This is an optimization exercise on Yosys and OpenROAD, whose aim is small area, a short achievable clock period and few clock cycles per item, not a production implementation.
Where RTL was checked, it was by simulation tests only, not by an equivalence proof against the original.
No activity file was given, so power comes from the tool's default toggle rates.

// moving_average_deviation_alarm
module moving_average_deviation_alarm #(
  parameter int WINDOW_SIZE = mada_pkg::WINDOW_SIZE_DEFAULT
) (
  input  logic        clk,
  input  logic        rst,
  input  logic        in_valid,
  output logic        in_stall,
  input  logic [11:0] sample,
  output logic        out_valid,
  input  logic        out_stall,
  output logic [11:0] average,
  output logic [11:0] deviation,
  output logic        alarm,
  output logic        report_due,
  output logic        initialized,
  input  logic        cfg_valid,
  output logic        cfg_ready,
  input  logic [3:0]  cfg_index,
  input  logic [11:0] cfg_data
);
  localparam logic [351:0] DIV_HI = 352'b1100011001011000000000101110010111011001100110101100100101001100101010000000010011001011100100110011000110010010000110010100000000000111100101101110011001011011001000110011001001100000000010110010110101001100101001100100010001100100100000000000111001011001100110010010110010000100110010001000000000001100101100010011001000011001000000011001000000000000;
  localparam logic [191:0] DIV_LO = 192'b110001110000101100101011101010101001101000100100100011100010100001100000011100011011011010011001011000010100010011010010010001010000001100001011001010001001001000000100000011000010000001000000;
  localparam logic [255:0] DIV_C = 256'b0000000000000000000000000000000000000000000000000000000000000000000000000000000000000000000000000000000000001011101010011000010000000000000010101001100001000011000000000000100110000100001100100000000000001000010000110010000100000000000001000011001000010000;
  ...
Size: roughly 1,700 cells after synthesis, ~490 flip-flops, ~22,000 sq um of cells after synthesis.
clock: 5.5 ns
lec_check: 0
cap_margin: 20
core_margin: 2
core_utilization: 65
cts_cluster_diameter: 70
cts_cluster_size: 25
setup_slack_margin: 2.7
slew_margin: 20
standard.sh (not shown) runs the stock make flow with config.mk's settings and CLKGATE_MAP_FILE= SYNTH_SCRIPT=/design/flow/synth_recipe.tcl, a recipe that flattens the netlist after the stock synthesis.
==> flow/flow/run.sh <==
#!/bin/bash
# The standard layout (standard.sh: ORFS synthesis to finish), except that
# buffer_ports puts sky130_fd_sc_hd__buf_2 cells on the input and output ports
# instead of its default choice (sky130_fd_sc_hd__clkdlybuf4s50_1).
# make's full output goes to standard.log; ORFS keeps each step's log under
# orfs/logs/.
set -o pipefail
export BUFFER_PORTS_ARGS="-buffer_cell sky130_fd_sc_hd__buf_2"
bash standard.sh > standard.log 2>&1
The starting point finished clean.
Testbench counts at the start, summed over its fixed seeds: cycles 3,240, items 3,200.
Change:
==> flow/run.sh (new file) <==
#!/bin/bash
# synth_recipe.tcl (not shown) runs the flow's synth.tcl, then flattens the netlist and writes it again
# the make line also repeats each setting of config.mk as NAME=value (left out here)
make -C /OpenROAD-flow-scripts/flow DESIGN_CONFIG=/design/flow/config.mk WORK_HOME=/design/flow/orfs CLKGATE_MAP_FILE= SYNTH_SCRIPT=/design/flow/synth_recipe.tcl finish
--- a/flow/config.mk
+++ b/flow/config.mk
@@ -6,9 +6,9 @@
 export NUM_CORES = 4
 export LEC_CHECK = 0
-export CAP_MARGIN = 20
+export CAP_MARGIN = 10
 export CORE_MARGIN = 2
 export CORE_UTILIZATION = 65
-export CTS_CLUSTER_DIAMETER = 70
-export CTS_CLUSTER_SIZE = 25
+export CTS_CLUSTER_DIAMETER = 80
+export CTS_CLUSTER_SIZE = 30
 export SETUP_SLACK_MARGIN = 2.7
-export SLEW_MARGIN = 20
+export SLEW_MARGIN = 10
removed: flow/flow/run.sh
removed: flow/standard.sh
Result: The changed run completed with no timing, DRC or antenna violations; first-iteration DRC count goes up by 12%; clock-buffer cell count fell by 5; clock skew grows by 0.0031 ns; via count stays flat; non-clock buffer count grows by 13; worst setup slack loses 0.049 ns; wire length is about the same; global-route usage rises by 0.23 points; utilization increases by 0.50 points.

========
Another version of the RTL of moving_average_deviation_alarm (not shown whole).
For scale: ~480 flip-flops, roughly 21,000 um^2 of cells after synthesis.
make LEC_CHECK=0 CAP_MARGIN=20 CORE_MARGIN=2 CORE_UTILIZATION=40 SETUP_SLACK_MARGIN=3.0 SLEW_MARGIN=20 finish   # period 5.5 ns
run.sh (not shown) runs the stock make flow with config.mk's settings and CLKGATE_MAP_FILE= SYNTH_SCRIPT=/design/flow/synth_recipe.tcl, a recipe that flattens the netlist after the stock synthesis.
Stock flow here: none of the scripts above is used.
The baseline passed the timing, design-rule and antenna checks.
Then changed:
Settings changed: SETUP_SLACK_MARGIN 3.0 to 2.0.
Outcome: Routed wire length came out lower by 4.0%. Power came out lower by 5.5%. Final area came out lower by 4.2%. Worst setup slack is better by 0.011 ns. Clock power came out lower by 6.9%. Synthesized cell count stays the same. Utilization came out lower by 2.1 points. Die area is unchanged. Fmax is about the same. Sequential share of layout area came out higher by 2.3 points.
Function was not checked in any run of this note: the RTL went through the layout flow alone.

========
## build 25
The RTL this note starts from:
==> flow/design.v <==
package mada_pkg;
  localparam int WINDOW_SIZE_DEFAULT = 20;
  localparam int SAMPLE_W            = 12;
  localparam int PERIOD_W            = 8;
  localparam int CFG_INDEX_W         = 4;
  localparam int CFG_DATA_W          = 12;
endpackage
module moving_average_deviation_alarm #(
  parameter int WINDOW_SIZE = mada_pkg::WINDOW_SIZE_DEFAULT
) (
  input  logic        clk,
  input  logic        rst,
  input  logic        in_valid,
  output logic        in_stall,
  input  logic [11:0] sample,
  output logic        out_valid,
  input  logic        out_stall,
  output logic [11:0] average,
  output logic [11:0] deviation,
  output logic        alarm,
  output logic        report_due,
  output logic        initialized,
  input  logic        cfg_valid,
  output logic        cfg_ready,
  input  logic [3:0]  cfg_index,
  input  logic [11:0] cfg_data
);
  localparam logic [351:0] DIV_HI = 352'b1100011001011000000000101110010111011001100110101100100101001100101010000000010011001011100100110011000110010010000110010100000000000111100101101110011001011011001000110011001001100000000010110010110101001100101001100100010001100100100000000000111001011001100110010010110010000100110010001000000000001100101100010011001000011001000000011001000000000000;
  localparam logic [383:0] DIV_Y = 384'b000000000000000000000000000000000000000000000000000000000000000000000000000000000000000000000000000000000000000000000000000000000000000000000000000000000000000000000000111000110100110011110010110001110000101100101011101010101001101000100100100011100010100001100000011100011011011010011001011000010100010011010010010001010000001100001011001010001001001000000100000011000010000001000000;
  logic [11:0] thr, vlo, vhi;
  logic [7:0]  per;
  assign cfg_ready = 1'b1;
  always_ff @(posedge clk) begin
    if (rst) begin
      thr <= 12'd32;
      vlo <= 12'd16;
      vhi <= 12'd1600;
      per <= 8'd10;
    end else if (cfg_valid) begin
      case (cfg_index)
        4'd0: thr <= cfg_data;
        4'd1: vlo <= cfg_data;
        4'd2: vhi <= cfg_data;
        4'd3: per <= cfg_data[7:0];
        default: ;
      endcase
    end
  end
  logic        adv, acc;
  logic        skid_v;
  logic [11:0] skid_d;
  logic [11:0] in_w, sbi;
  logic [10:0] dhi;
  logic [5:0]  yi;
  assign adv      = !(out_valid && out_stall);
  assign in_stall = skid_v;
  assign acc      = in_valid && !skid_v;
  always_ff @(posedge clk) begin
    if (rst) skid_v <= 1'b0;
    else     skid_v <= !adv && (skid_v || acc);
  end
  always_ff @(posedge clk) begin
    if (!skid_v) skid_d <= sample;
  end
  assign in_w = skid_v ? skid_d : sample;
  assign sbi  = {~in_w[11], in_w[10:0]};
  assign dhi  = DIV_HI[11*sbi[11:7] +: 11];
  assign yi   = {3'd0, dhi[2:0]} + {1'b0, sbi[6:2]};
  logic        v0;
  logic [11:0] s0;
  logic [7:0]  qh0;
  logic [5:0]  y0;
  logic [7:0]  cnt;
  logic [5:0]  dy;
  logic [7:0]  q0;
  logic [4:0]  r0;
  logic        inr0, rep0;
  always_ff @(posedge clk) begin
    if (rst) v0 <= 1'b0;
    else if (adv) v0 <= skid_v || acc;
  end
  always_ff @(posedge clk) begin
    if (adv) begin
      s0  <= in_w;
      qh0 <= dhi[10:3];
      y0  <= yi;
    end
  end
  assign dy = DIV_Y[6*y0 +: 6];
  assign q0 = qh0 + {5'd0, dy[5:3]};
  assign r0 = {dy[2:0], s0[1:0]};
  logic [4:0]        rtail_n;
  logic signed [5:0] dr0;
  assign dr0  = $signed({1'b0, r0}) - $signed({1'b0, rtail_n});
  assign inr0 = ($signed(s0) > $signed(vlo)) && ($signed(s0) < $signed(vhi));
  assign rep0 = (cnt >= per);
  always_ff @(posedge clk) begin
    if (rst) cnt <= 8'd0;
    else if (adv && v0) cnt <= rep0 ? 8'd1 : cnt + 8'd1;
  end
  logic        v1, inr1, rep1;
  logic [7:0]  q1;
  logic [4:0]  r1;
  logic signed [5:0] dr1;
  logic [11:0] s1;
  always_ff @(posedge clk) begin
    if (rst) v1 <= 1'b0;
    else if (adv) v1 <= v0;
  end
  always_ff @(posedge clk) begin
    if (adv) begin
      q1   <= q0;
      r1   <= r0;
      dr1  <= dr0;
      s1   <= s0;
      inr1 <= inr0;
      rep1 <= rep0;
    end
  end
  logic [7:0]        wq [0:19];
  logic [4:0]        wr [0:19];
  logic [4:0]        kcnt;
  logic              kfull;
  logic              filled;
  logic [4:0]        R;
  logic              fill, upd, push;
  logic [7:0]        qt_n;
  logic signed [6:0] rx;
  logic              cp, cn;
  logic [4:0]        rn;
  logic [8:0]        x1;
  assign fill  = v1 && !filled && inr1;
  assign upd   = v1 && filled;
  assign push  = adv && v1;
  assign qt_n    = !push ? wq[19] : (fill ? q1 : (kfull ? wq[18] : wq[19]));
  assign rtail_n = !push ? wr[19] : (fill ? r1 : (kfull ? wr[18] : wr[19]));
  assign rx    = $signed({2'b0, R}) + 7'(dr1);
  assign cn    = rx[6];
  assign cp    = !rx[6] && (rx >= 7'sd20);
  assign rn    = cn ? 5'(rx + 7'sd20) : (cp ? 5'(rx - 7'sd20) : rx[4:0]);
  assign x1    = {1'b0, q1} - {1'b0, wq[19]};
  always_ff @(posedge clk) begin
    if (push) begin
      wq[0] <= q1;
      wr[0] <= r1;
      for (int i = 1; i < 19; i++) begin
        wq[i] <= wq[i-1];
        wr[i] <= wr[i-1];
      end
      wq[19] <= qt_n;
      wr[19] <= rtail_n;
    end
  end
  always_ff @(posedge clk) begin
    if (rst) filled <= 1'b0;
    else if (adv && fill) filled <= 1'b1;
  end
  always_ff @(posedge clk) begin
    if (adv) begin
      if (fill) begin
        kcnt  <= 5'd0;
        kfull <= 1'b0;
        R     <= 5'd0;
      end else if (upd) begin
        R <= rn;
        if (!kfull) kcnt <= kcnt + 5'd1;
        if (kcnt == 5'd18) kfull <= 1'b1;
      end
    end
  end
  logic        v2, fill2, upd2, cp2, cn2, rep2, init2;
  logic [8:0]  x2;
  logic [11:0] s2;
  logic [11:0] Q;
  always_ff @(posedge clk) begin
    if (rst) v2 <= 1'b0;
    else if (adv) v2 <= v1;
  end
  always_ff @(posedge clk) begin
    if (adv) begin
      fill2 <= fill;
      upd2  <= upd;
      x2    <= x1;
      cp2   <= cp;
      cn2   <= cn;
      s2    <= s1;
      rep2  <= rep1;
      init2 <= filled || fill;
    end
  end
  always_ff @(posedge clk) begin
    if (adv) begin
      if (fill2) Q <= {~s2[11], s2[10:0]};
      else if (upd2) Q <= Q + {{3{x2[8]}}, x2} + {11'd0, cp2} - {11'd0, cn2};
    end
  end
  logic        v3, upd3, rep3, init3, rnz3;
  logic [11:0] s3;
  always_ff @(posedge clk) begin
    if (rst) v3 <= 1'b0;
    else if (adv) v3 <= v2;
  end
  always_ff @(posedge clk) begin
    if (adv) begin
      upd3  <= upd2;
      s3    <= s2;
      rep3  <= rep2;
      init3 <= init2;
      rnz3  <= (R != 5'd0);
    end
  end
  logic        corr, dneg, zero, thr0, junk0, junk1, junk2;
  logic [11:0] sb3, avgb, dx;
  logic [12:0] d;
  logic [11:0] dev;
  logic [13:0] ua, ub, uc, va, vb, vc, s1v, c1v, s2v, c2v, t1, t2;
  assign corr = !Q[11] && rnz3;
  assign sb3  = {~s3[11], s3[10:0]};
  assign avgb = Q + {11'd0, corr};
  assign {d, junk0} = {1'b0, sb3, 1'b1} + {1'b1, ~Q, !corr};
  assign dneg = d[12];
  assign dx   = dneg ? ~d[11:0] : d[11:0];
  assign thr0 = (thr == 12'd0);
  assign zero = !upd3 || (s3 == 12'd0) || (Q == 12'h800 && !corr) || (Q == 12'h7FF && corr);
  assign dev  = zero ? 12'd0 : dx + {11'd0, dneg};
  assign ua  = {2'b00, sb3};
  assign ub  = {2'b11, ~Q};
  assign uc  = {2'b11, ~thr};
  assign s1v = ua ^ ub ^ uc;
  assign c1v = (ua & ub) | (ua & uc) | (ub & uc);
  assign {t1, junk1} = {s1v, 1'b1} + {c1v[12:0], !corr, 1'b1};
  assign va  = {2'b00, avgb};
  assign vb  = {2'b11, ~sb3};
  assign vc  = {2'b11, ~thr};
  assign s2v = va ^ vb ^ vc;
  assign c2v = (va & vb) | (va & vc) | (vb & vc);
  assign {t2, junk2} = {s2v, 1'b1} + {c2v[12:0], 1'b1, 1'b1};
  always_ff @(posedge clk) begin
    if (rst) out_valid <= 1'b0;
    else if (adv) out_valid <= v3;
  end
  always_ff @(posedge clk) begin
    if (adv) begin
      average     <= upd3 ? (avgb ^ 12'h800) : 12'd0;
      deviation   <= dev;
      alarm       <= thr0 || (!zero && (!t1[13] || !t2[13]));
      report_due  <= rep3;
      initialized <= init3;
    end
  end
endmodule
Settings: LEC_CHECK=0, CAP_MARGIN=20, CORE_MARGIN=2, CORE_UTILIZATION=65, CTS_BUF_LIST=sky130_fd_sc_hd__clkbuf_4 sky130_fd_sc_hd__clkbuf_8, SETUP_SLACK_MARGIN=2.5, SLEW_MARGIN=20; clock period 5.5 ns.
Build 25 finished all stages; the layout is clean.
Input changes introduced in build 78 (baseline for comparison: build 25):
# build 25
export LEC_CHECK = 0
export CAP_MARGIN = 20
export CORE_MARGIN = 2
export CORE_UTILIZATION = 65
export CTS_BUF_LIST = sky130_fd_sc_hd__clkbuf_4 sky130_fd_sc_hd__clkbuf_8
export SETUP_SLACK_MARGIN = 2.5
export SLEW_MARGIN = 20
create_clock -name core_clock -period 5.5 [get_ports {clk}]
# build 78
export LEC_CHECK = 0
export CAP_MARGIN = 20
export CORE_MARGIN = 2
export CORE_UTILIZATION = 40
export SETUP_SLACK_MARGIN = 2.5
export SLEW_MARGIN = 20
create_clock -name core_clock -period 5.5 [get_ports {clk}]
Notes after the runs:
On total iterations of the first detailed-routing run, the higher figure sits with build 25, not build 78. Against build 25, internal power in build 78 came out worse. Total power delta for build 78 relative to build 25: 3.2% higher. What build 78 reported for HPWL after detailed placement has to be multiplied by 0.922 to get the figure for build 25. Build 78 finished every step from synthesis to the final layout, and the layout passed the timing, design-rule and antenna checks. Compared to build 25, build 78 leaves more free space in the core. Termination of the worst setup path = alarm: build 25; termination of the worst setup path = deviation[10]: build 78.
Changes in build 83 relative to build 78:
# build 78
export LEC_CHECK = 0
export CAP_MARGIN = 20
export CORE_MARGIN = 2
export CORE_UTILIZATION = 40
export SETUP_SLACK_MARGIN = 2.5
export SLEW_MARGIN = 20
create_clock -name core_clock -period 5.5 [get_ports {clk}]
# build 83
export LEC_CHECK = 0
export CAP_MARGIN = 20
export CORE_MARGIN = 2
export CORE_UTILIZATION = 65
export SETUP_SLACK_MARGIN = 2.5
export SLEW_MARGIN = 20
create_clock -name core_clock -period 5.5 [get_ports {clk}]
Status | build 78 and build 83 | clean
Build 83 ends up with a combined global-route utilization of all metal layers that is 9.2 points higher than in build 78.
or4_4 as the cell with the largest stage delay on the worst path was reported by build 78, and fa_1 by build 83.
Maximum frequency up about 2% in build 83 wrt build 78
Build 78 → build 83: slack of the critical path shows an increase of 0.066 ns; met2 usage in global routing shows an increase of 16 points; overall power of the completed layout shows a reduction of 0.34%; power dissipated by switching net loads shows a reduction of about 0.7%.
Combinational share of power: build 78 and build 83 compared, lower one is build 78
Changes in build 14 relative to build 83:
# build 83
export LEC_CHECK = 0
export CAP_MARGIN = 20
export CORE_MARGIN = 2
export CORE_UTILIZATION = 65
export SETUP_SLACK_MARGIN = 2.5
export SLEW_MARGIN = 20
create_clock -name core_clock -period 5.5 [get_ports {clk}]
# build 14
export LEC_CHECK = 0
export CAP_MARGIN = 20
export CORE_MARGIN = 2
export CORE_UTILIZATION = 40
export SETUP_SLACK_MARGIN = 3.0
export SLEW_MARGIN = 20
create_clock -name core_clock -period 5.5 [get_ports {clk}]
## What came out
Per the final summary, build 14 finished and its layout is clean on timing, DRC and antenna. The lower placer's final routability congestion estimate came out of build 83. The run with more routed wire is build 14, not build 83. Diff build 83 and build 14: layout buffer count excluding clock buffers higher in build 14.
No run of this note included a check of the RTL's function; only the layout flow was run.

==> afterwards: timing with drivers on the ports <==
In the flow no input, the clock included, has a driving cell. The finished layouts below were timed again as built, in two steps.
Step 1, drivers: a clkbuf_16 drives clk and a buf_2 each remaining input, both assumed.
Step 2 also shifts input and output timing later by t, the mid clock arrival at the registers, as if the neighbouring blocks saw the same clock.
a / b / c = ideal / step 1 / step 2; a / b = the first two.
run | shift t [ns] | setup WS [ns] | worst setup path at the end | clock arrival spread, ns | cell pins on the clock port's net
the first run of note 1 | 0.637 | 2.750 / 2.750 / 2.317 | input to register | 0.025 / 0.026 | 1
the second run of note 1 | 0.595 | 2.701 / 2.730 / 2.135 | input to register | 0.020 / 0.021 | 1
the first run of note 2 | 0.649 | 0.093 / 0.093 / 0.093 | register to register | 0.061 / 0.061 | 1
the second run of note 2 | 0.641 | 0.104 / 0.104 / 0.104 | register to register | 0.023 / 0.022 | 1
build 25 | 0.648 | 2.228 / 2.228 / 2.017 | input to register | 0.045 / 0.046 | 1
build 78 | 0.649 | 2.172 / 2.172 / 1.922 | input to register | 0.033 / 0.033 | 1
build 83 | 0.639 | 2.238 / 2.238 / 1.928 | input to register | 0.014 / 0.015 | 1
build 14 | 0.643 | 2.279 / 2.279 / 2.224 | input to register | 0.012 / 0.012 | 1
After both steps every run listed still meets setup and hold. The setup slack of the second run of note 1, which loses most, moves by +0.029 ns with the drivers and by -0.566 ns with both steps.
